Background: an optimization exercise with open tools, aiming at small area and a short achievable clock period. Do not read the settings as production practice. Function was not checked in any run shown here: the RTL went through the layout flow alone. Power figures rest on the tool's default switching activity, not on a simulated workload.

==> flow/design.v <==
package deflate_pkg;
	function automatic logic [31:0] crc_shift(input logic [31:0] x, input integer n);
		crc_shift = x;
		for (int b = 0; b < n; b++)
			crc_shift = crc_shift[0] ? ((crc_shift >> 1) ^ 32'hEDB8_8320) : (crc_shift >> 1);
	endfunction
endpackage
`timescale 1ns/1ps
module block_decoder (
	input  logic        clk,
	input  logic        rst_n,
	input  logic        word_valid,
	input  logic [31:0] word,
	output logic        a_hdr,           
	output logic        a_dat,           
	output logic [1:0]  a_ra,            
	output logic [3:0]  a_sel,           
	output logic        a_crcv,          
	output logic [3:0]  a_sel_h,         
	output logic        a_crcv_h,
	output logic        a_trl,           
	output logic [31:0] a_word,          
	output logic        a_bf,            
	output logic [1:0]  ra,              
	output logic        protocol_error
);
	logic        in_data_q;      
	logic        ended_q;        
	logic        final_q;        
	logic [15:0] bytes_left;     
	logic        accept;
	logic        block_end;
	logic        is_final;
	logic        last_q;         
	logic [3:0]  ra_oh;
	logic [31:0] word_up;
	assign accept    = word_valid & ~a_hdr & ~ended_q;    
	assign block_end = in_data_q ? last_q : (word[15:0] == '0);
	assign is_final  = in_data_q ? final_q : word[24];
	assign ra = {bytes_left[1] ^ bytes_left[0], bytes_left[0]} & {2{in_data_q & last_q}};   
	always_comb begin
		for (int r = 0; r < 4; r++)
			ra_oh[r] = (ra == 2'(r));
		word_up = ({32{ra_oh[0] & in_data_q}} & word)
		        | ({32{ra_oh[1]}} & {word[23:0], 8'b0})
		        | ({32{ra_oh[2]}} & {word[15:0], 16'b0})
		        | ({32{ra_oh[3]}} & {word[7:0],  24'b0})
		        | ({32{~in_data_q}} & {~word[7:0], word[15:0], ~word[15:8]});
	end
	always_ff @(posedge clk or negedge rst_n) begin
		if (!rst_n) begin
			in_data_q      <= 1'b0;
			ended_q        <= 1'b0;
			a_hdr          <= 1'b0;
			a_dat          <= 1'b0;
			a_trl          <= 1'b0;
			a_ra           <= '0;
			a_sel_h        <= '0;
			a_crcv_h       <= 1'b0;
			protocol_error <= 1'b0;
		end else begin
			a_hdr <= accept & ~in_data_q;
			a_dat <= accept & in_data_q;
			a_trl <= accept & block_end & is_final;
			a_ra  <= ra & {2{accept & in_data_q}};
			for (int r = 0; r < 4; r++)
				a_sel_h[r] <= accept & in_data_q & ra_oh[r];
			a_crcv_h <= accept & in_data_q;
			if (word_valid & ~accept)
				protocol_error <= 1'b1;
			if (accept) begin
				in_data_q <= ~block_end;
				ended_q   <= block_end & is_final;
			end
		end
	end
	always_ff @(posedge clk) begin
		for (int r = 0; r < 4; r++)
			a_sel[r] <= accept & in_data_q & ra_oh[r];
		a_crcv <= accept & in_data_q;
		a_word <= word_up;
		a_bf   <= word[24];
		if (accept) begin
			if (in_data_q) begin
				bytes_left[15:2] <= bytes_left[15:2] - 14'd1;
				last_q           <= (bytes_left[15:4] == '0) & ~(bytes_left[3] & (bytes_left[2:0] != 3'b000));
			end else begin
				bytes_left <= word[15:0];
				final_q    <= word[24];
				last_q     <= (word[15:3] == '0) & ~(word[2] & (word[1:0] != 2'b00));
			end
		end
	end
endmodule
`timescale 1ns/1ps
module crc32_engine (
	input  logic        clk,
	input  logic        rst_n,
	input  logic [1:0]  crc_valid,       
	input  logic [3:0]  crc_sel,         
	input  logic [3:0]  crc_sel_h,       
	input  logic [31:0] crc_data,        
	input  logic        load,            
	input  logic [31:0] load_value,
	output logic [31:0] crc_out
);
	logic [31:0] inv_q;          
	logic [31:0] c;
	logic [31:0] t_in;           
	logic [31:0] r_lo;           
	logic [31:0] c_next;
	assign c = ~inv_q;
	always_comb begin
		logic       v;
		logic [3:0] sel;
		for (int p = 0; p < 4; p++) begin
			v   = (p < 2) ? crc_valid[0] : crc_valid[1];
			sel = (p < 2) ? crc_sel : crc_sel_h;
			t_in[p*8 +: 8] = '0;
			r_lo[p*8 +: 8] = (c[p*8 +: 8] & {8{~v & ~load}}) | (~load_value[p*8 +: 8] & {8{load}});
			for (int r = 0; r < 4; r++) begin
				if (p >= r)
					t_in[p*8 +: 8] = t_in[p*8 +: 8] | (c[(p-r)*8 +: 8] & {8{sel[r]}});
				else
					r_lo[p*8 +: 8] = r_lo[p*8 +: 8] | (c[(p-r+4)*8 +: 8] & {8{sel[r]}});
			end
			t_in[p*8 +: 8] = t_in[p*8 +: 8] ^ (crc_data[p*8 +: 8] & {8{v}});
		end
	end
	logic [67:0] s;             
	assign s[0] = t_in[2] ^ t_in[7];
	assign s[1] = t_in[0] ^ t_in[22];
	assign s[2] = t_in[3] ^ t_in[21];
	assign s[3] = t_in[4] ^ s[1];
	assign s[4] = t_in[1] ^ t_in[23];
	assign s[5] = t_in[10] ^ t_in[26];
	assign s[6] = t_in[12] ^ t_in[28];
	assign s[7] = t_in[5] ^ t_in[8];
	assign s[8] = t_in[6] ^ t_in[25];
	assign s[9] = t_in[19] ^ t_in[27];
	assign s[10] = t_in[13] ^ t_in[29];
	assign s[11] = t_in[14] ^ t_in[30];
	assign s[12] = t_in[17] ^ t_in[24];
	assign s[13] = t_in[15] ^ t_in[31];
	assign s[14] = t_in[11] ^ t_in[16];
	assign s[15] = t_in[9] ^ s[8];
	assign s[16] = t_in[20] ^ s[0];
	assign s[17] = t_in[5] ^ s[13];
	assign s[18] = t_in[18] ^ t_in[26];
	assign s[19] = t_in[18] ^ t_in[25];
	assign s[20] = t_in[11] ^ t_in[27];
	assign s[21] = s[4] ^ s[9];
	assign s[22] = t_in[0] ^ s[6];
	assign s[23] = s[10] ^ s[11];
	assign s[24] = t_in[24] ^ t_in[28];
	assign s[25] = t_in[9] ^ s[0];
	assign s[26] = s[2] ^ s[12];
	assign s[27] = t_in[2] ^ t_in[29];
	assign s[28] = t_in[4] ^ t_in[15];
	assign s[29] = t_in[9] ^ t_in[23];
	assign s[30] = t_in[7] ^ s[19];
	assign s[31] = t_in[30] ^ s[5];
	assign s[32] = t_in[17] ^ s[3];
	assign s[33] = t_in[3] ^ t_in[10];
	assign s[34] = s[1] ^ s[17];
	assign s[35] = t_in[6] ^ s[16];
	assign s[36] = t_in[12] ^ s[7];
	assign s[37] = t_in[31] ^ s[2];
	assign s[38] = s[10] ^ s[22];
	assign s[39] = t_in[30] ^ s[18];
	assign s[40] = s[20] ^ s[31];
	assign s[41] = t_in[16] ^ s[3];
	assign s[42] = s[14] ^ s[21];
	assign s[43] = s[14] ^ s[17];
	assign s[44] = t_in[11] ^ s[15];
	assign s[45] = t_in[5] ^ s[25];
	assign s[46] = t_in[14] ^ s[33];
	assign s[47] = t_in[4] ^ s[4];
	assign s[48] = s[24] ^ s[28];
	assign s[49] = t_in[2] ^ s[3];
	assign s[50] = t_in[19] ^ s[13];
	assign s[51] = s[11] ^ s[43];
	assign s[52] = s[7] ^ s[15];
	assign s[53] = t_in[10] ^ s[26];
	assign s[54] = t_in[7] ^ s[5];
	assign s[55] = t_in[23] ^ s[12];
	assign s[56] = t_in[28] ^ s[9];
	assign s[57] = s[4] ^ s[12];
	assign s[58] = t_in[14] ^ s[45];
	assign s[59] = t_in[27] ^ s[7];
	assign s[60] = t_in[20] ^ s[29];
	assign s[61] = s[6] ^ s[27];
	assign s[62] = t_in[4] ^ t_in[24];
	assign s[63] = t_in[31] ^ s[5];
	assign s[64] = t_in[16] ^ t_in[29];
	assign s[65] = t_in[1] ^ s[23];
	assign s[66] = t_in[8] ^ s[39];
	assign s[67] = t_in[13] ^ s[32];
	assign c_next[0] = (s[41] ^ ((s[4] ^ (t_in[8] ^ (t_in[26] ^ t_in[3]))) ^ s[35])) ^ r_lo[0];
	assign c_next[1] = ((s[25] ^ s[26]) ^ (s[47] ^ s[59])) ^ r_lo[1];
	assign c_next[2] = (s[52] ^ ((s[33] ^ (t_in[18] ^ s[24])) ^ s[49])) ^ r_lo[2];
	assign c_next[3] = (s[44] ^ (s[54] ^ (((t_in[19] ^ t_in[29]) ^ (t_in[3] ^ t_in[5])) ^ s[47]))) ^ r_lo[3];
	assign c_next[4] = (s[40] ^ ((s[62] ^ s[36]) ^ s[35])) ^ r_lo[4];
	assign c_next[5] = (s[52] ^ (s[37] ^ (((t_in[13] ^ t_in[7]) ^ s[20]) ^ s[22]))) ^ r_lo[5];
	assign c_next[6] = (s[38] ^ (s[60] ^ ((t_in[16] ^ t_in[2]) ^ s[46]))) ^ r_lo[6];
	assign c_next[7] = (s[65] ^ ((t_in[11] ^ s[28]) ^ s[53])) ^ r_lo[7];
	assign c_next[8] = (((t_in[12] ^ s[19]) ^ s[49]) ^ s[51]) ^ r_lo[8];
	assign c_next[9] = ((s[50] ^ (s[16] ^ s[36])) ^ s[67]) ^ r_lo[9];
	assign c_next[10] = ((((t_in[13] ^ t_in[21]) ^ s[18]) ^ s[3]) ^ s[58]) ^ r_lo[10];
	assign c_next[11] = ((s[21] ^ s[46]) ^ (s[7] ^ (t_in[6] ^ (t_in[15] ^ t_in[22])))) ^ r_lo[11];
	assign c_next[12] = (((s[14] ^ s[29]) ^ s[48]) ^ s[35]) ^ r_lo[12];
	assign c_next[13] = (s[53] ^ (s[36] ^ (s[64] ^ (t_in[7] ^ (t_in[0] ^ t_in[25]))))) ^ r_lo[13];
	assign c_next[14] = (s[67] ^ (s[66] ^ (t_in[1] ^ s[44]))) ^ r_lo[14];
	assign c_next[15] = ((s[63] ^ ((t_in[12] ^ t_in[18]) ^ s[21])) ^ s[58]) ^ r_lo[15];
	assign c_next[16] = (s[42] ^ (s[54] ^ ((t_in[13] ^ t_in[22]) ^ s[48]))) ^ r_lo[16];
	assign c_next[17] = ((s[55] ^ s[59]) ^ (s[61] ^ (s[14] ^ (t_in[25] ^ (t_in[14] ^ t_in[20]))))) ^ r_lo[17];
	assign c_next[18] = (s[38] ^ ((s[26] ^ s[39]) ^ (t_in[15] ^ s[15]))) ^ r_lo[18];
	assign c_next[19] = ((s[41] ^ s[65]) ^ (s[63] ^ (s[9] ^ s[30]))) ^ r_lo[19];
	assign c_next[20] = ((((t_in[7] ^ (t_in[3] ^ t_in[6])) ^ s[56]) ^ s[32]) ^ s[51]) ^ r_lo[20];
	assign c_next[21] = ((((t_in[17] ^ t_in[3]) ^ s[18]) ^ s[61]) ^ s[34]) ^ r_lo[21];
	assign c_next[22] = (s[66] ^ (s[16] ^ (s[9] ^ (t_in[22] ^ s[10])))) ^ r_lo[22];
	assign c_next[23] = ((((t_in[0] ^ t_in[8]) ^ s[11]) ^ s[37]) ^ (s[56] ^ s[60])) ^ r_lo[23];
	assign c_next[24] = ((s[64] ^ (s[13] ^ s[24])) ^ (s[25] ^ ((s[2] ^ s[5]) ^ (t_in[8] ^ (t_in[23] ^ t_in[6]))))) ^ r_lo[24];
	assign c_next[25] = (s[40] ^ (s[57] ^ ((t_in[20] ^ s[27]) ^ s[15]))) ^ r_lo[25];
	assign c_next[26] = (s[40] ^ (s[37] ^ ((s[19] ^ s[6]) ^ (t_in[24] ^ s[0])))) ^ r_lo[26];
	assign c_next[27] = (s[42] ^ (((t_in[31] ^ s[8]) ^ s[16]) ^ s[38])) ^ r_lo[27];
	assign c_next[28] = (s[41] ^ (s[55] ^ (((t_in[21] ^ t_in[6]) ^ s[6]) ^ s[23]))) ^ r_lo[28];
	assign c_next[29] = (s[34] ^ (s[57] ^ (s[23] ^ s[30]))) ^ r_lo[29];
	assign c_next[30] = (((s[11] ^ s[62]) ^ (t_in[3] ^ (t_in[20] ^ t_in[22]))) ^ (s[30] ^ s[50])) ^ r_lo[30];
	assign c_next[31] = ((((t_in[19] ^ t_in[1]) ^ s[0]) ^ (s[2] ^ s[8])) ^ s[34]) ^ r_lo[31];
	always_ff @(posedge clk)
		inv_q <= ~c_next;
	assign crc_out = inv_q;
endmodule
`timescale 1ns/1ps
module stored_sequencer (
	input  logic        clk,
	input  logic        rst_n,
	input  logic        a_hdr,
	input  logic        a_dat,
	input  logic [1:0]  a_ra,
	input  logic [3:0]  a_sel,
	input  logic        a_crcv,
	input  logic [3:0]  a_sel_h,
	input  logic        a_crcv_h,
	input  logic [1:0]  ra_next,         
	input  logic        a_trl,
	input  logic [31:0] a_word,
	input  logic        a_bf,
	output logic [2:0]  b_n,             
	output logic        b_last,          
	output logic        b_bf,            
	output logic [31:0] b_lanes          
);
	logic        st_crc_q;               
	logic        hdr_seen_q;             
	logic        crc_init;
	logic        st_isize_q;             
	logic [1:0]  pos_q;                  
	logic [15:0] isize_lo_q;             
	logic        isize_c_q;
	logic [15:0] isize_hi_q;
	logic [15:0] isize_hi_next;
	logic [31:0] crc_value;
	logic [31:0] g;                      
	logic [2:0]  n_c;
	logic [16:0] lo_sum;
	logic [1:0]  rot_next;
	logic [1:0]  pos_next;
	logic [3:0]  rot_q;                  
	crc32_engine crc32_engine_i (
		.clk       (clk),
		.rst_n     (rst_n),
		.crc_valid ({a_crcv_h, a_crcv}),
		.crc_data  (a_word),
		.crc_sel   (a_sel),
		.crc_sel_h (a_sel_h),
		.load      (st_crc_q | crc_init),         
		.load_value({isize_hi_next, isize_lo_q}),    
		.crc_out   (crc_value)
	);
 	assign crc_init = a_hdr & ~hdr_seen_q;   
	assign g = (st_crc_q | st_isize_q) ? crc_value : a_word;
	always_comb begin
		if (a_hdr)
			n_c = 3'd5;
		else if (a_dat)
			n_c = {a_ra == 2'd0, 2'd0 - a_ra};
		else if (st_crc_q | st_isize_q)
			n_c = 3'd4;
		else
			n_c = 3'd0;
	end
	always_comb begin
		logic [1:0] p;
		p        = {pos_q[1] ^ (pos_q[0] & a_hdr), pos_q[0] ^ a_hdr};    
		pos_next = {p[1] ^ a_ra[1] ^ (~p[0] & a_ra[0]), p[0] ^ a_ra[0]};
		rot_next = {pos_next[1] ^ ra_next[1] ^ (~pos_next[0] & ra_next[0]), pos_next[0] ^ ra_next[0]};
	end
	assign lo_sum        = {1'b0, isize_lo_q} + {1'b0, a_word[23:8] & {16{a_hdr}}};    
	assign isize_hi_next = isize_hi_q + {15'b0, isize_c_q};
	always_ff @(posedge clk or negedge rst_n) begin
		if (!rst_n) begin
			st_crc_q   <= 1'b0;
			hdr_seen_q <= 1'b0;
			st_isize_q <= 1'b0;
			pos_q      <= '0;
			isize_lo_q <= '0;
			isize_c_q  <= 1'b0;
			isize_hi_q <= '0;
			b_n        <= '0;
			b_last     <= 1'b0;
		end else begin
			st_crc_q   <= a_trl;
			hdr_seen_q <= hdr_seen_q | a_hdr;
			st_isize_q <= st_crc_q;
			pos_q      <= pos_next;
			isize_lo_q <= lo_sum[15:0];
			isize_c_q  <= lo_sum[16];
			isize_hi_q <= isize_hi_next;
			b_n        <= n_c;
			b_last     <= st_isize_q;
		end
	end
	always_ff @(posedge clk) begin
		b_bf    <= a_bf;
		for (int r = 0; r < 4; r++)
			rot_q[r] <= (rot_next == 2'(r));
		b_lanes <= ({32{rot_q[0]}} & g)
		         | ({32{rot_q[1]}} & {g[23:0], g[31:24]})
		         | ({32{rot_q[2]}} & {g[15:0], g[31:16]})
		         | ({32{rot_q[3]}} & {g[7:0],  g[31:8]});
	end
endmodule
`timescale 1ns/1ps
module bit_packer (
	input  logic        clk,
	input  logic        rst_n,
	input  logic [2:0]  b_n,
	input  logic        b_last,
	input  logic        b_bf,
	input  logic [31:0] b_lanes,
	output logic        out_valid,
	output logic [31:0] out_word,
	output logic        out_last,
	output logic [2:0]  out_bytes,
	output logic        done
);
	logic [2:0]  cnt_q;          
	logic        drain_q;        
	logic [31:0] ovf_q;          
	logic [31:0] held;           
	logic        emitted_q;      
	logic [3:0]  cnt_in;
	logic        last_seen;
	logic        emit;
	logic        emit_last;
	logic        hdr;
	logic [3:0]  sel_acc;        
	logic [3:0]  sel_fld;        
	logic [3:0]  sel_bf;         
	logic [31:0] word_c;
	assign cnt_in    = {1'b0, cnt_q} + {1'b0, b_n};
	assign last_seen = drain_q | b_last;
	assign emit      = (cnt_in >= 4'd4) | (last_seen & (cnt_in != '0));
	assign emit_last = last_seen & (cnt_in != '0) & (cnt_in <= 4'd4);
	assign hdr       = (b_n == 3'd5);
	always_comb begin
		for (int j = 0; j < 4; j++) begin
			sel_acc[j] = (cnt_q > 3'(j));
			sel_fld[j] = ~sel_acc[j] & (b_n != '0);
			sel_bf[j]  = hdr & (cnt_q[1:0] == 2'(j));
		end
		held = emitted_q ? ovf_q : out_word;
		for (int j = 0; j < 4; j++) begin
			word_c[j*8 +: 8] = ({8{sel_acc[j]}} & held[j*8 +: 8])
			                 | ({8{sel_fld[j] & ~sel_bf[j]}} & b_lanes[j*8 +: 8])
			                 | {7'b0, sel_bf[j] & b_bf};
		end
	end
	always_ff @(posedge clk or negedge rst_n) begin
		if (!rst_n) begin
			cnt_q     <= '0;
			drain_q   <= 1'b0;
			out_valid <= 1'b0;
			done      <= 1'b0;
		end else begin
			out_valid <= emit;
			drain_q   <= last_seen & ~emit_last;
			done      <= done | emit_last;
			if (emit)
				cnt_q <= emit_last ? '0 : 3'(cnt_in - 4'd4);
			else
				cnt_q <= 3'(cnt_in);
		end
	end
	always_ff @(posedge clk) begin
		out_last  <= emit_last;
		out_bytes <= emit_last ? 3'(cnt_in) : 3'd4;
		out_word  <= word_c;
		ovf_q     <= b_lanes;
		emitted_q <= emit;
	end
endmodule
`timescale 1ns/1ps
module deflate_stored_top (
	input  logic                        clk,
	input  logic                        rst_n,
	input  logic                        word_valid,
	input  logic [32-1:0]  word,           
	output logic                        out_valid,
	output logic [32-1:0]  out_word,
	output logic                        out_last,
	output logic [3-1:0] out_bytes,
	output logic                        done,
	output logic                        protocol_error
);
	logic        a_hdr, a_dat, a_trl;   
	logic [1:0]  a_ra;
	logic [3:0]  a_sel;
	logic        a_crcv;
	logic [3:0]  a_sel_h;
	logic        a_crcv_h;
	logic [1:0]  ra_next;
	logic [31:0] a_word;
	logic        a_bf;
	logic [2:0]  b_n;                   
	logic        b_last, b_bf;
	logic [31:0] b_lanes;
	block_decoder block_decoder_i (
		.clk            (clk),
		.rst_n          (rst_n),
		.word_valid     (word_valid),
		.word           (word),
		.a_hdr          (a_hdr),
		.a_dat          (a_dat),
		.a_ra            (a_ra),
		.a_sel           (a_sel),
		.a_crcv          (a_crcv),
		.a_sel_h         (a_sel_h),
		.a_crcv_h        (a_crcv_h),
		.ra              (ra_next),
		.a_trl          (a_trl),
		.a_word         (a_word),
		.a_bf           (a_bf),
		.protocol_error (protocol_error)
	);
	stored_sequencer stored_sequencer_i (
		.clk     (clk),
		.rst_n   (rst_n),
		.a_hdr   (a_hdr),
		.a_dat   (a_dat),
		.a_ra     (a_ra),
		.a_sel    (a_sel),
		.a_crcv   (a_crcv),
		.a_sel_h  (a_sel_h),
		.a_crcv_h (a_crcv_h),
		.ra_next  (ra_next),
		.a_trl   (a_trl),
		.a_word  (a_word),
		.a_bf    (a_bf),
		.b_n     (b_n),
		.b_last  (b_last),
		.b_bf    (b_bf),
		.b_lanes (b_lanes)
	);
	bit_packer bit_packer_i (
		.clk       (clk),
		.rst_n     (rst_n),
		.b_n       (b_n),
		.b_last    (b_last),
		.b_bf      (b_bf),
		.b_lanes   (b_lanes),
		.out_valid (out_valid),
		.out_word  (out_word),
		.out_last  (out_last),
		.out_bytes (out_bytes),
		.done      (done)
	);
endmodule
==> flow/flow/run.sh <==
#!/bin/bash
# The standard layout, with the port buffers made of plain buffers instead of the
# slow delay buffers buffer_ports picks by default. Every port still gets its buffer.
set -euo pipefail
export BUFFER_PORTS_ARGS="-buffer_cell sky130_fd_sc_hd__buf_2"
bash standard.sh > standard.log 2>&1
==> flow/standard.sh <==
#!/bin/bash
# synth_recipe.tcl (not shown) runs the flow's synth.tcl, then flattens the netlist and writes it again
# the make line also repeats each setting of config.mk as NAME=value (left out here)
make -C /OpenROAD-flow-scripts/flow DESIGN_CONFIG=/design/flow/config.mk WORK_HOME=/design/flow/orfs CLKGATE_MAP_FILE= SYNTH_SCRIPT=/design/flow/synth_recipe.tcl "${@:-finish}"
==> flow/config.mk <==
export PLATFORM = sky130hd
export DESIGN_NAME = deflate_stored_top
export DESIGN_NICKNAME = deflate_stored_top
export VERILOG_FILES = /design/flow/design.v
export SDC_FILE = /design/flow/constraint.sdc
export NUM_CORES = 4
export LEC_CHECK = 0
export CAP_MARGIN = 20
export CORE_MARGIN = 2
export CORE_UTILIZATION = 40
export CTS_CLUSTER_DIAMETER = 80
export CTS_CLUSTER_SIZE = 24
export SETUP_SLACK_MARGIN = 3.5
export SLEW_MARGIN = 20
export TNS_END_PERCENT = 10
==> flow/constraint.sdc <==
create_clock -name core_clock -period 6.0 [get_ports {clk}]
set_input_delay 1.2000 -clock core_clock [delete_from_list [all_inputs] [get_ports {clk}]]
set_output_delay 1.2000 -clock core_clock [all_outputs]
set_load 0.01 [all_outputs]
==> results of run 1 <==
-- sequential cells by signal, summed over array words and instances, names as in the netlist, 3 cells and up --
name / count
stored_sequencer_i.b_lanes: 32
block_decoder_i.a_sel_h: 4
bit_packer_i.ovf_q: 32
bit_packer_i.cnt_q: 3
stored_sequencer_i.isize_lo_q: 16
bit_packer_i.out_word: 32
stored_sequencer_i.b_n: 3
stored_sequencer_i.rot_q: 4
block_decoder_i.bytes_left: 16
block_decoder_i.a_sel: 4
stored_sequencer_i.crc32_engine_i.inv_q: 32
block_decoder_i.a_word: 32
stored_sequencer_i.isize_hi_q: 16
bit_packer_i.out_bytes: 3
-- what timing repair did --
item,CTS,global route
gates cloned,1,0
setup buffers,58,7
setup endpoints to repair,85,60
pin swaps,51,18
resized for setup,117,27
hold endpoints to repair,0,0
-- per-stage QoR --
step	worst slack (ps)	util, %	hold slack, ps
after floorplan	3400	-	310
after global placement	2510	43.1	317
after detailed placement	2550	43.1	327
after CTS	3320	48.2	349
after global routing	3200	48.9	361
final	3250	48.9	346
-- cells in the final DEF (no fill, tap or decap), types with 18 or more instances in the layout --
cell type / netlist / final
xor2_1: 77 / 53
clkbuf_16: 0 / 19
a21oi_1: 42 / 37
nand2b_1: 22 / 22
nor3_1: 28 / 27
xnor2_2: 3 / 25
mux2i_1: 30 / 30
ha_1: 27 / 21
a22oi_1: 65 / 65
buf_4: 1 / 68
inv_1: 70 / 67
buf_2: 5 / 73
dfrtp_1: 60 / 54
edfxtp_1: 18 / 18
a222oi_1: 27 / 27
and2_1: 21 / 20
xnor3_1: 29 / 23
dfxtp_1: 176 / 162
o21ai_0: 82 / 81
xnor2_1: 174 / 144
nor2_1: 71 / 67
nand2_1: 147 / 147
xor2_2: 2 / 18
o22ai_1: 21 / 20
-- worst max-delay path by stage --
stage,start,end,slack [ps]
global route,block_decoder_i.a_sel_h[0]$_DFF_PN0_,stored_sequencer_i.crc32_engine_i.inv_q[25]$_DFF_P_,3200
CTS,block_decoder_i.a_sel_h[0]$_DFF_PN0_,stored_sequencer_i.crc32_engine_i.inv_q[16]$_DFF_P_,3320
finish,block_decoder_i.a_sel_h[0]$_DFF_PN0_,stored_sequencer_i.crc32_engine_i.inv_q[16]$_DFF_P_,3250
floorplan,block_decoder_i.a_sel_h[0]$_DFF_PN0_,stored_sequencer_i.crc32_engine_i.inv_q[19]$_DFF_P_,3400
global placement,block_decoder_i.a_crcv$_DFF_P_,stored_sequencer_i.crc32_engine_i.inv_q[7]$_DFF_P_,2510
detailed placement,block_decoder_i.a_crcv$_DFF_P_,stored_sequencer_i.crc32_engine_i.inv_q[14]$_DFF_P_,2550
-- metal layers --
layer	vias up	share of wire, %
li1	5260	-
met1	5567	42
met2	543	45
met3	130	7.6
met4	0	6.0
met5	-	0
-- final cells by class --
class,instances,area (µm²),area share (%)
inverter,72,282,1.67
multi-input combinational,1056,8770,51.9
tap,455,569,3.37
antenna,1,2.50,0.0148
timing repair buffer,150,1010,5.98
clock buffer,23,500,2.96
clock inverter,10,156,0.925
sequential,254,5600,33.1
timing repair inverter,1,7.51,0.0444
-- cell families after synthesis --
logic type	share of synthesized area (%)
DFF	39.7
buffers and inverters	3.79
adders and majority gates	2.69
muxes	3.02
AOI/OAI and AO/OA	16.0
xor gates and xnor gates	22.5
and+or+nand+nor	12.3
-- worst reg2reg max path, cell delays in order, from the launching register on --
cell       delay, ps
dfrtp_2          470
buf_6            140
nor2b_4          120
a2111oi_4        430
xor2_2           180
buf_6            160
xor3_2           510
buf_6            140
xnor3_1          200
xnor2_1          150
xnor2_1          140
-- power by group --
part           internal (µW)  total [µW]  switching, µW
clock network            654        1400            743
registers               2500        3440            936
logic                   3020        6100           3080
==> reports/results.tsv, run 1 <==
metric	value	unit
status	no timing/DRC/antenna violations	
maxCapViolCount	0	
critPathKind	flop to flop	
grt.busiest_layer	met2	
worstPathArrival	3160	ps
post_synth_main_area_contributors	dfxtp_1 25%, xnor2_1 11%, dfrtp_1 11%	
max_stage_delay	500	ps
start_util	40.6	%
path_buf_inv	3	
globalplace.congestion	1.05	
ant_nets	0	
use_met3	4.77	%
synthesis.nets	1513	
r2r_setup_slack	3250	ps
dp_cells	1921	
skew	18.2	ps
rows	68	
crit_required	6410	ps
dp_hpwl	37.0	mm
numPortBuffers	73	
crit_top_cell	buf_6	
yosysWarnings	4	
netlist_area	14000	µm²
min_delay_path_depth	0	
ys.flop_type	dfxtp_1	
relSlewSlack	25.5	%
drive_gt1_share	21.3	%
synthTopCellsByCount	176 x dfxtp_1, 174 x xnor2_1, 147 x nand2_1	
crit_path_max_fanout	6	
num-fill-cells	3274	
core-area	34500	µm²
p_leak	0.00725	µW
grt_pass1_vias	11100	
viasPerCell	5.69	
postSynthAreaPerCell	9.68	µm²
drv_slew	0	
drt_iter0_markers	1408	
r2r-start	block_decoder_i.a_sel_h[0]$_DFF_PN0_	
synth-seq-cells	254	
cts_buffers	19	
worstHoldEndpoint	stored_sequencer_i.b_bf$_DFF_P_	
synth-edff-count	18	
synth_top_area_share	25.1	%
end_kind	flop	
clk_pin_slew	90	ps
grt_start_max_net_pins	65	
reg2regPathDepth	10	
yosysMostFrequentCell	dfxtp_1	
grtUsageMet1	35.2	%
overflow	0	
synth_top_cell_by_area	dfxtp_1	
clockBufferDepth	3	
slowest_stage	xor3_2	
fin_crit	2750	ps
synth_cell_types	66	
path_cells	buf_6, nor2b_4, a2111oi_4, xor2_2, buf_6, xor3_2, buf_6, xnor3_1, xnor2_1, xnor2_1	
area_growth	20.4	%
ios	74	
instances_no_fill	2022	
grt_pass1_wl	71.6	mm
place_area	14900	µm²
tns	0	ps
synthCells	1449	
crit_family	XOR/XNOR gates	
ys_seq_area_share	39.7	%
clkLatencyLatePin	520	ps
antenna_found_initial	1	
grt_usage	26.5	%
critPathLaunchType	flop	
routed_wl	48.9	mm
final.period_utilization	45.8	%
p_total	10900	µW
detail_route.wl_per_cell	24.2	µm
synthArstFlopShare	23.6	%
drc	0	
globalRouteMet2Util	41.1	%
fin_area	16900	µm²
r2r-end	stored_sequencer_i.crc32_engine_i.inv_q[16]$_DFF_P_	
hp-start	block_decoder_i.a_bf$_DFF_P_	
peakVddDrop	282	µV
hold_violations	0	
fin_nets	1618	
first_pass_iters	8	
hold_buffers	0	
die_w	191	µm
fmax	0.364	GHz
htree_levels	1	
finalSetupViolations	0	
rsz0062_at_grt	yes	
die_y	191	µm
min_path_type	flop to flop	
cellPowerDensity	647	nW/µm²
cts_root_buffer	clkbuf_16	
via_count	11500	
worstMarginPinSlew	1110	ps
cts_tree	yes	
die_area	36600	µm²
cts_sinks	254	
cp_num_cells	10	
==> run 2, diff against run 1 <==
--- a/flow/design.v
+++ b/flow/design.v
@@ -13,38 +13,44 @@
 	input  logic [31:0] word,
 	output logic        a_hdr,           
 	output logic        a_dat,           
-	output logic [1:0]  a_ra,            
-	output logic [3:0]  a_sel,           
-	output logic        a_crcv,          
-	output logic [3:0]  a_sel_h,         
-	output logic        a_crcv_h,
+	output logic [1:0]  a_szra,          
 	output logic        a_trl,           
 	output logic [31:0] a_word,          
 	output logic        a_bf,            
-	output logic [1:0]  ra,              
+	output logic [1:0]  ra_next,         
+	output logic        a_crcv,          
+	output logic [2:0]  a_m,             
+	output logic        a_first,         
+	output logic        a_last,          
+	output logic [1:0]  a_rab,           
 	output logic        protocol_error
 );
 	logic        in_data_q;      
 	logic        ended_q;        
 	logic        final_q;        
+	logic        first_q;        
+	logic        last_q;         
 	logic [15:0] bytes_left;     
 	logic        accept;
+	logic        acc_dat;
 	logic        block_end;
 	logic        is_final;
-	logic        last_q;         
+	logic [1:0]  ra_blk;
 	logic [3:0]  ra_oh;
 	logic [31:0] word_up;
 	assign accept    = word_valid & ~a_hdr & ~ended_q;    
+	assign acc_dat   = accept & in_data_q;
 	assign block_end = in_data_q ? last_q : (word[15:0] == '0);
 	assign is_final  = in_data_q ? final_q : word[24];
-	assign ra = {bytes_left[1] ^ bytes_left[0], bytes_left[0]} & {2{in_data_q & last_q}};   
+	assign ra_blk    = {bytes_left[1] ^ bytes_left[0], bytes_left[0]};    
+	assign ra_next   = ra_blk & {2{in_data_q}};
 	always_comb begin
 		for (int r = 0; r < 4; r++)
-			ra_oh[r] = (ra == 2'(r));
-		word_up = ({32{ra_oh[0] & in_data_q}} & word)
-		        | ({32{ra_oh[1]}} & {word[23:0], 8'b0})
-		        | ({32{ra_oh[2]}} & {word[15:0], 16'b0})
-		        | ({32{ra_oh[3]}} & {word[7:0],  24'b0})
+			ra_oh[r] = in_data_q & (ra_blk == 2'(r));
+		word_up = ({32{ra_oh[0]}} & word)
+		        | ({32{ra_oh[1]}} & {word[23:0], word[31:24]})
+		        | ({32{ra_oh[2]}} & {word[15:0], word[31:16]})
+		        | ({32{ra_oh[3]}} & {word[7:0],  word[31:8]})
 		        | ({32{~in_data_q}} & {~word[7:0], word[15:0], ~word[15:8]});
 	end
 	always_ff @(posedge clk or negedge rst_n) begin
@@ -54,18 +60,13 @@
 			a_hdr          <= 1'b0;
 			a_dat          <= 1'b0;
 			a_trl          <= 1'b0;
-			a_ra           <= '0;
-			a_sel_h        <= '0;
-			a_crcv_h       <= 1'b0;
+			a_szra         <= '0;
 			protocol_error <= 1'b0;
 		end else begin
-			a_hdr <= accept & ~in_data_q;
-			a_dat <= accept & in_data_q;
-			a_trl <= accept & block_end & is_final;
-			a_ra  <= ra & {2{accept & in_data_q}};
-			for (int r = 0; r < 4; r++)
-				a_sel_h[r] <= accept & in_data_q & ra_oh[r];
-			a_crcv_h <= accept & in_data_q;
+			a_hdr  <= accept & ~in_data_q;
+			a_dat  <= acc_dat;
+			a_trl  <= accept & block_end & is_final;
+			a_szra <= ra_blk & {2{acc_dat & last_q}};
 			if (word_valid & ~accept)
 				protocol_error <= 1'b1;
 			if (accept) begin
@@ -75,12 +76,16 @@
 		end
 	end
 	always_ff @(posedge clk) begin
-		for (int r = 0; r < 4; r++)
-			a_sel[r] <= accept & in_data_q & ra_oh[r];
-		a_crcv <= accept & in_data_q;
-		a_word <= word_up;
-		a_bf   <= word[24];
+		a_crcv  <= acc_dat;
+		for (int p = 0; p < 3; p++)
+			a_m[p] <= acc_dat & ~(first_q & (ra_blk > 2'(p)));
+		a_first <= first_q;
+		a_last  <= last_q;
+		a_rab   <= ra_blk;
+		a_word  <= word_up;
+		a_bf    <= word[24];
 		if (accept) begin
+			first_q <= ~in_data_q;
 			if (in_data_q) begin
 				bytes_left[15:2] <= bytes_left[15:2] - 14'd1;
 				last_q           <= (bytes_left[15:4] == '0) & ~(bytes_left[3] & (bytes_left[2:0] != 3'b000));
@@ -95,11 +100,14 @@
 `timescale 1ns/1ps
 module crc32_engine (
 	input  logic        clk,
-	input  logic        rst_n,
-	input  logic [1:0]  crc_valid,       
-	input  logic [3:0]  crc_sel,         
-	input  logic [3:0]  crc_sel_h,       
+	input  logic        crc_valid,       
+	input  logic [2:0]  m,               
+	input  logic        first,           
+	input  logic        last,            
+	input  logic [1:0]  rab,             
 	input  logic [31:0] crc_data,        
+	input  logic        hdr,             
+	input  logic [1:0]  hra,
 	input  logic        load,            
 	input  logic [31:0] load_value,
 	output logic [31:0] crc_out
@@ -109,22 +117,27 @@
 	logic [31:0] t_in;           
 	logic [31:0] r_lo;           
 	logic [31:0] c_next;
+	logic [3:0]  mm;
+	logic [3:0]  lo;
+	logic [3:0]  rot;
+	logic        hold;
 	assign c = ~inv_q;
 	always_comb begin
-		logic       v;
-		logic [3:0] sel;
+		mm   = {crc_valid, m};
+		hold = ~crc_valid & ~hdr & ~load;
+		for (int p = 0; p < 4; p++)
+			lo[p] = (rab > 2'(p));
+		for (int r = 0; r < 4; r++)
+			rot[r] = hdr & ~load & (hra == 2'(r));
 		for (int p = 0; p < 4; p++) begin
-			v   = (p < 2) ? crc_valid[0] : crc_valid[1];
-			sel = (p < 2) ? crc_sel : crc_sel_h;
-			t_in[p*8 +: 8] = '0;
-			r_lo[p*8 +: 8] = (c[p*8 +: 8] & {8{~v & ~load}}) | (~load_value[p*8 +: 8] & {8{load}});
-			for (int r = 0; r < 4; r++) begin
-				if (p >= r)
-					t_in[p*8 +: 8] = t_in[p*8 +: 8] | (c[(p-r)*8 +: 8] & {8{sel[r]}});
-				else
-					r_lo[p*8 +: 8] = r_lo[p*8 +: 8] | (c[(p-r+4)*8 +: 8] & {8{sel[r]}});
-			end
-			t_in[p*8 +: 8] = t_in[p*8 +: 8] ^ (crc_data[p*8 +: 8] & {8{v}});
+			t_in[p*8 +: 8] = (c[p*8 +: 8] & {8{mm[p]}})
+			               ^ (crc_data[p*8 +: 8] & {8{crc_valid & ~lo[p]}});
+			r_lo[p*8 +: 8] = ((crc_data[p*8 +: 8] & {8{crc_valid & lo[p] & ~last}})
+			               ^  (c[p*8 +: 8]        & {8{crc_valid & lo[p] & first}}))
+			               | (c[p*8 +: 8] & {8{hold}})
+			               | (~load_value[p*8 +: 8] & {8{load}});
+			for (int r = 0; r < 4; r++)
+				r_lo[p*8 +: 8] = r_lo[p*8 +: 8] | (c[((p-r+4)%4)*8 +: 8] & {8{rot[r]}});
 		end
 	end
 	logic [67:0] s;             
@@ -238,11 +251,12 @@
 	input  logic        rst_n,
 	input  logic        a_hdr,
 	input  logic        a_dat,
-	input  logic [1:0]  a_ra,
-	input  logic [3:0]  a_sel,
+	input  logic [1:0]  a_szra,
 	input  logic        a_crcv,
-	input  logic [3:0]  a_sel_h,
-	input  logic        a_crcv_h,
+	input  logic [2:0]  a_m,
+	input  logic        a_first,
+	input  logic        a_last,
+	input  logic [1:0]  a_rab,
 	input  logic [1:0]  ra_next,         
 	input  logic        a_trl,
 	input  logic [31:0] a_word,
@@ -270,11 +284,14 @@
 	logic [3:0]  rot_q;                  
 	crc32_engine crc32_engine_i (
 		.clk       (clk),
-		.rst_n     (rst_n),
-		.crc_valid ({a_crcv_h, a_crcv}),
+		.crc_valid (a_crcv),
+		.m         (a_m),
+		.first     (a_first),
+		.last      (a_last),
+		.rab       (a_rab),
 		.crc_data  (a_word),
-		.crc_sel   (a_sel),
-		.crc_sel_h (a_sel_h),
+		.hdr       (a_hdr),
+		.hra       ({a_word[9] ^ a_word[8], a_word[8]}),    
 		.load      (st_crc_q | crc_init),         
 		.load_value({isize_hi_next, isize_lo_q}),    
 		.crc_out   (crc_value)
@@ -285,7 +302,7 @@
 		if (a_hdr)
 			n_c = 3'd5;
 		else if (a_dat)
-			n_c = {a_ra == 2'd0, 2'd0 - a_ra};
+			n_c = {a_szra == 2'd0, 2'd0 - a_szra};
 		else if (st_crc_q | st_isize_q)
 			n_c = 3'd4;
 		else
@@ -294,7 +311,7 @@
 	always_comb begin
 		logic [1:0] p;
 		p        = {pos_q[1] ^ (pos_q[0] & a_hdr), pos_q[0] ^ a_hdr};    
-		pos_next = {p[1] ^ a_ra[1] ^ (~p[0] & a_ra[0]), p[0] ^ a_ra[0]};
+		pos_next = {p[1] ^ a_szra[1] ^ (~p[0] & a_szra[0]), p[0] ^ a_szra[0]};
 		rot_next = {pos_next[1] ^ ra_next[1] ^ (~pos_next[0] & ra_next[0]), pos_next[0] ^ ra_next[0]};
 	end
 	assign lo_sum        = {1'b0, isize_lo_q} + {1'b0, a_word[23:8] & {16{a_hdr}}};    
@@ -416,14 +433,13 @@
 	output logic                        protocol_error
 );
 	logic        a_hdr, a_dat, a_trl;   
-	logic [1:0]  a_ra;
-	logic [3:0]  a_sel;
-	logic        a_crcv;
-	logic [3:0]  a_sel_h;
-	logic        a_crcv_h;
+	logic [1:0]  a_szra;
 	logic [1:0]  ra_next;
 	logic [31:0] a_word;
 	logic        a_bf;
+	logic        a_crcv, a_first, a_last;
+	logic [2:0]  a_m;
+	logic [1:0]  a_rab;
 	logic [2:0]  b_n;                   
 	logic        b_last, b_bf;
 	logic [31:0] b_lanes;
@@ -434,15 +450,16 @@
 		.word           (word),
 		.a_hdr          (a_hdr),
 		.a_dat          (a_dat),
-		.a_ra            (a_ra),
-		.a_sel           (a_sel),
-		.a_crcv          (a_crcv),
-		.a_sel_h         (a_sel_h),
-		.a_crcv_h        (a_crcv_h),
-		.ra              (ra_next),
+		.a_szra         (a_szra),
 		.a_trl          (a_trl),
 		.a_word         (a_word),
 		.a_bf           (a_bf),
+		.ra_next        (ra_next),
+		.a_crcv         (a_crcv),
+		.a_m            (a_m),
+		.a_first        (a_first),
+		.a_last         (a_last),
+		.a_rab          (a_rab),
 		.protocol_error (protocol_error)
 	);
 	stored_sequencer stored_sequencer_i (
@@ -450,12 +467,13 @@
 		.rst_n   (rst_n),
 		.a_hdr   (a_hdr),
 		.a_dat   (a_dat),
-		.a_ra     (a_ra),
-		.a_sel    (a_sel),
-		.a_crcv   (a_crcv),
-		.a_sel_h  (a_sel_h),
-		.a_crcv_h (a_crcv_h),
-		.ra_next  (ra_next),
+		.a_szra  (a_szra),
+		.a_crcv  (a_crcv),
+		.a_m     (a_m),
+		.a_first (a_first),
+		.a_last  (a_last),
+		.a_rab   (a_rab),
+		.ra_next (ra_next),
 		.a_trl   (a_trl),
 		.a_word  (a_word),
 		.a_bf    (a_bf),
--- a/flow/config.mk
+++ b/flow/config.mk
@@ -12,4 +12,4 @@
 export CTS_CLUSTER_SIZE = 24
 export SETUP_SLACK_MARGIN = 3.5
 export SLEW_MARGIN = 20
-export TNS_END_PERCENT = 10
+export TNS_END_PERCENT = 5
==> run 2 against run 1 <==
Still clean. Combinational power shrank 17%. Synthesized cell count grew 2.3%. Die area rose by 6.8%. Via count is 2.2% higher. Sequential share of layout area down 0.31 points. Final area grew 0.53%. Routed wire length fell by 1.2%. Sequential power is 3% higher. Clock skew increased by 20 ps. Flip-flop and latch count stayed put. First-iteration DRC count is 15% lower. Highest routed layer is now met5.
==> reports/results.tsv, run 2 <==
metric	value	unit	change
grt_start_max_net_pins	57		was 65
synth_cell_types	73		was 66
ant_nets	0		unchanged
postSynthAreaPerCell	10.1	µm²	was 9.68 µm²
synthArstFlopShare	22.0	%	was 23.6%
path_cells	buf_12, nand2b_1, nor2_2, nand3_2, o211a_1, nor4_1, xnor2_1, xnor2_1		was buf_6, nor2b_4, a2111oi_4, xor2_2, buf_6, xor3_2, buf_6, xnor3_1, xnor2_1, xnor2_1
start_util	40.8	%	was 40.6%
numPortBuffers	73		unchanged
cts_tree	yes		unchanged
layout_common_cells	189 x xnor2_1, 167 x dfxtp_1, 95 x nand2_1		was 162 x dfxtp_1, 147 x nand2_1, 144 x xnor2_1
routed_wl	48.3	mm	was 48.9 mm
antenna_found_initial	1		unchanged
final_util	46.2	%	was 48.9%
clkLatencyLatePin	530	ps	was 520 ps
fin_nets	1608		was 1,618
first_pass_iters	5		was 8
ys_seq_area_share	37.0	%	was 39.7%
r2r-start	block_decoder_i.a_crcv$_DFF_P_		was block_decoder_i.a_sel_h[0]$_DFF_PN0_
finalSetupViolations	0		unchanged
yosysWarnings	4		unchanged
clockBufferDepth	3		unchanged
skew	38.2	ps	was 18.2 ps
synthTopCellsByCount	202 x xnor2_1, 179 x dfxtp_1, 97 x nand2_1		was 176 x dfxtp_1, 174 x xnor2_1, 147 x nand2_1
drc	0		unchanged
crit_top_cell	xnor2_1		was buf_6
die_area	39100	µm²	was 36,600 µm²
r2r_setup_slack	3330	ps	was 3250 ps
critPathKind	flop to flop		unchanged
critPathLaunchType	flop		unchanged
cts_sinks	254		unchanged
via_count	11800		was 11.5k
synthesis.nets	1551		was 1,513
tns	0	ps	unchanged
worstPathArrival	3060	ps	was 3160 ps
cellPowerDensity	580	nW/µm²	was 647 nW/µm²
maxCapViolCount	0		unchanged
grt_usage	24.4	%	was 26.5%
rsz0062_at_grt	yes		unchanged
synth_top_area_share	23.9	%	was 25.1%
synth-edff-count	19		was 18
clk_pin_slew	90	ps	about the same
end_kind	flop		unchanged
die_w	198	µm	was 191 µm
final.period_utilization	44.5	%	was 45.8%
multi_input_area	9440	µm²	was 8770 µm²
fin_crit	2670	ps	was 2750 ps
crit_path_max_fanout	10		was 6
globalplace.congestion	1.00		was 1.05
post_synth_main_area_contributors	dfxtp_1 24%, xnor2_1 12%, dfrtp_1 9.3%		was dfxtp_1 25%, xnor2_1 11%, dfrtp_1 11%
num-fill-cells	3446		was 3,274
drt_iter0_markers	1192		was 1,408
max_stage_delay	470	ps	was 500 ps
cts_root_buffer	clkbuf_16		unchanged
ys.flop_type	dfxtp_1		unchanged
fmax	0.375	GHz	was 0.364 GHz
netlist_area	15000	µm²	was 14,000 µm²
slowest_stage	nor4_1		was xor3_2
detail_route.wl_per_cell	23.9	µm	was 24.2 µm
fin_ws	3330	ps	was 3250 ps
viasPerCell	5.82		was 5.69
peakVddDrop	259	µV	was 282 µV
crit_required	6400	ps	was 6410 ps
regArea	5580	µm²	was 5600 µm²
htree_levels	1		unchanged
grt_pass1_vias	11200		was 11.1k
antenna_cells	0		was 1
synth-seq-cells	254		unchanged
drive_gt1_share	20.3	%	was 21.3%
r2r-end	stored_sequencer_i.crc32_engine_i.inv_q[4]$_DFF_P_		was stored_sequencer_i.crc32_engine_i.inv_q[16]$_DFF_P_
ios	74		unchanged
dp_hpwl	36.0	mm	was 37.0 mm
min_path_type	flop to flop		unchanged
die_y	198	µm	was 191 µm
drv_slew	0		unchanged
worstMarginPinSlew	1140	ps	was 1110 ps
p_leak	0.00680	µW	was 0.00725 µW
final_common_cell	xnor2_1		was dfxtp_1
core-area	36800	µm²	was 34,500 µm²
pre_cts_slack	2510	ps	was 2550 ps
overflow	0		unchanged
yosysMostFrequentCell	xnor2_1		was dfxtp_1
hold_violations	0		unchanged
relSlewSlack	24.2	%	was 25.5%
hold_buffers	0		unchanged
synth_top_cell_by_area	dfxtp_1		unchanged
area_growth	13.2	%	was 20.4%
reg2regPathDepth	8		was 10
cts_buffers	18		was 19
status	no timing/DRC/antenna violations		unchanged
cp-endpoint	stored_sequencer_i.crc32_engine_i.inv_q[4]$_DFF_P_		was stored_sequencer_i.crc32_engine_i.inv_q[16]$_DFF_P_
startpoint	block_decoder_i.a_crcv$_DFF_P_		was block_decoder_i.a_sel_h[0]$_DFF_PN0_
rows	70		was 68
synthCells	1482		was 1,449
grt_pass1_wl	71.8	mm	was 71.6 mm
-- run 2: worst min path at each step --
stage,from,to,slack [ps],depth (start not counted)
final,block_decoder_i.a_bf$_DFF_P_,stored_sequencer_i.b_bf$_DFF_P_,330,0
after global routing,stored_sequencer_i.b_lanes[29]$_DFF_P_,bit_packer_i.ovf_q[29]$_DFF_P_,350,0
after CTS,block_decoder_i.a_bf$_DFF_P_,stored_sequencer_i.b_bf$_DFF_P_,330,0
after detailed placement,block_decoder_i.a_bf$_DFF_P_,stored_sequencer_i.b_bf$_DFF_P_,310,0
after global placement,block_decoder_i.a_bf$_DFF_P_,stored_sequencer_i.b_bf$_DFF_P_,310,0
after floorplan,block_decoder_i.a_bf$_DFF_P_,stored_sequencer_i.b_bf$_DFF_P_,310,0
-- run 2: stage by stage --
stage / cell area [µm²] / std cells / total power, µW / hold slack (ps)
global placement: 15800 / 1964 / 8260 / 314
CTS: 16700 / 2004 / 9720 / 334
global route: 17000 / 2018 / 10400 / 355
finish: 17000 / 2018 / 9850 / 333
detailed placement: 15800 / 1964 / 8280 / 312
floorplan: 15000 / 1482 / 6720 / 310
-- run 2: timing repair --
action | CTS | global route
endpoints found under the hold margin | 0 | 0
setup buffers | 9 | 12
endpoints found under the setup margin | 57 | 58
pin swaps | 14 | 12
gates cloned | 0 | 2
resized for setup | 62 | 22
-- run 2: logic make-up (layout without fill, tap and decap cells) --
group	Yosys count	count (layout)	synth area share, %
fa+ha+maj	34	34	2.93
compound gates	355	355	16.8
mux	79	79	5.63
buf+inv	95	163	2.58
flops	254	254	37.0
xor+xnor	311	311	22.3
simple gates	354	354	12.8
-- run 2: layout make-up --
class	count	area share, %
Clock buffer	24	2.78
Clock inverter	7	0.670
Tap cell	468	3.45
Sequential cell	254	32.8
Timing Repair Buffer	106	4.10
Multi-Input combinational cell	1133	55.6
Inverter	26	0.597
-- run 2: worst max-delay path: cells and delay by family, from the launching register on --
kind | cells | cell delay, ps
flip-flops | 1 | 420
AO/OA/AOI/OAI | 1 | 280
AND/OR/NAND/NOR | 4 | 1280
XOR/XNOR | 2 | 400
buffers and inverters | 1 | 130
-- run 2: power breakdown --
| group | internal [µW] | total (µW) | leakage (µW) | switching, µW |
|---|---|---|---|---|
| registers | 2480 | 3530 | 0.00237 | 1050 |
| clock network | 625 | 1280 | 0.000277 | 650 |
| logic | 2420 | 5050 | 0.00415 | 2620 |
| total | 5530 | 9850 | 0.00680 | 4320 |
-- run 2: routing by layer --
layer	vias to the layer above	share of wire [%]	global-route usage [%]
li1	5439	-	-
met4	2	3.8	8.44
met2	514	44	38.2
met1	5683	45	34.7
met3	112	7.1	3.41
met5	-	0.027	0

-- what the ideal ports hide --
The flow's constraints put no driver on any port. The routed layouts listed below were extracted and timed again, unchanged, in two steps. Step 1: set_driving_cell puts a clkbuf_16 on clk and a buf_2 on each other input, an assumption about the parent block. Step 2 times the ports against the registers' clock, not the clock port: input delays grow and output delays shrink by t, the midpoint of the rising clock arrivals with the driver on. Slacks: no drivers / after step 1 / after step 2; pairs: no drivers / after step 1.
| run | t (ns) | setup WS [ns] | worst hold slack (ns) | latest minus earliest clock arrival (ns) | worst slew at a driven data input, ns |
|---|---|---|---|---|---|
| run 1 | 0.568 | 3.255 / 3.255 / 3.085 | 0.346 / 0.346 / 0.346 | 0.018 / 0.018 | 0.04 |
| run 2 | 0.572 | 3.332 / 3.332 / 3.150 | 0.333 / 0.333 / 0.333 | 0.043 / 0.043 | 0.04 |
After both steps setup and hold are still met in every run listed. For run 2, which loses most, drivers alone change the setup slack by 0.000 ns; drivers and shift together by -0.182 ns.
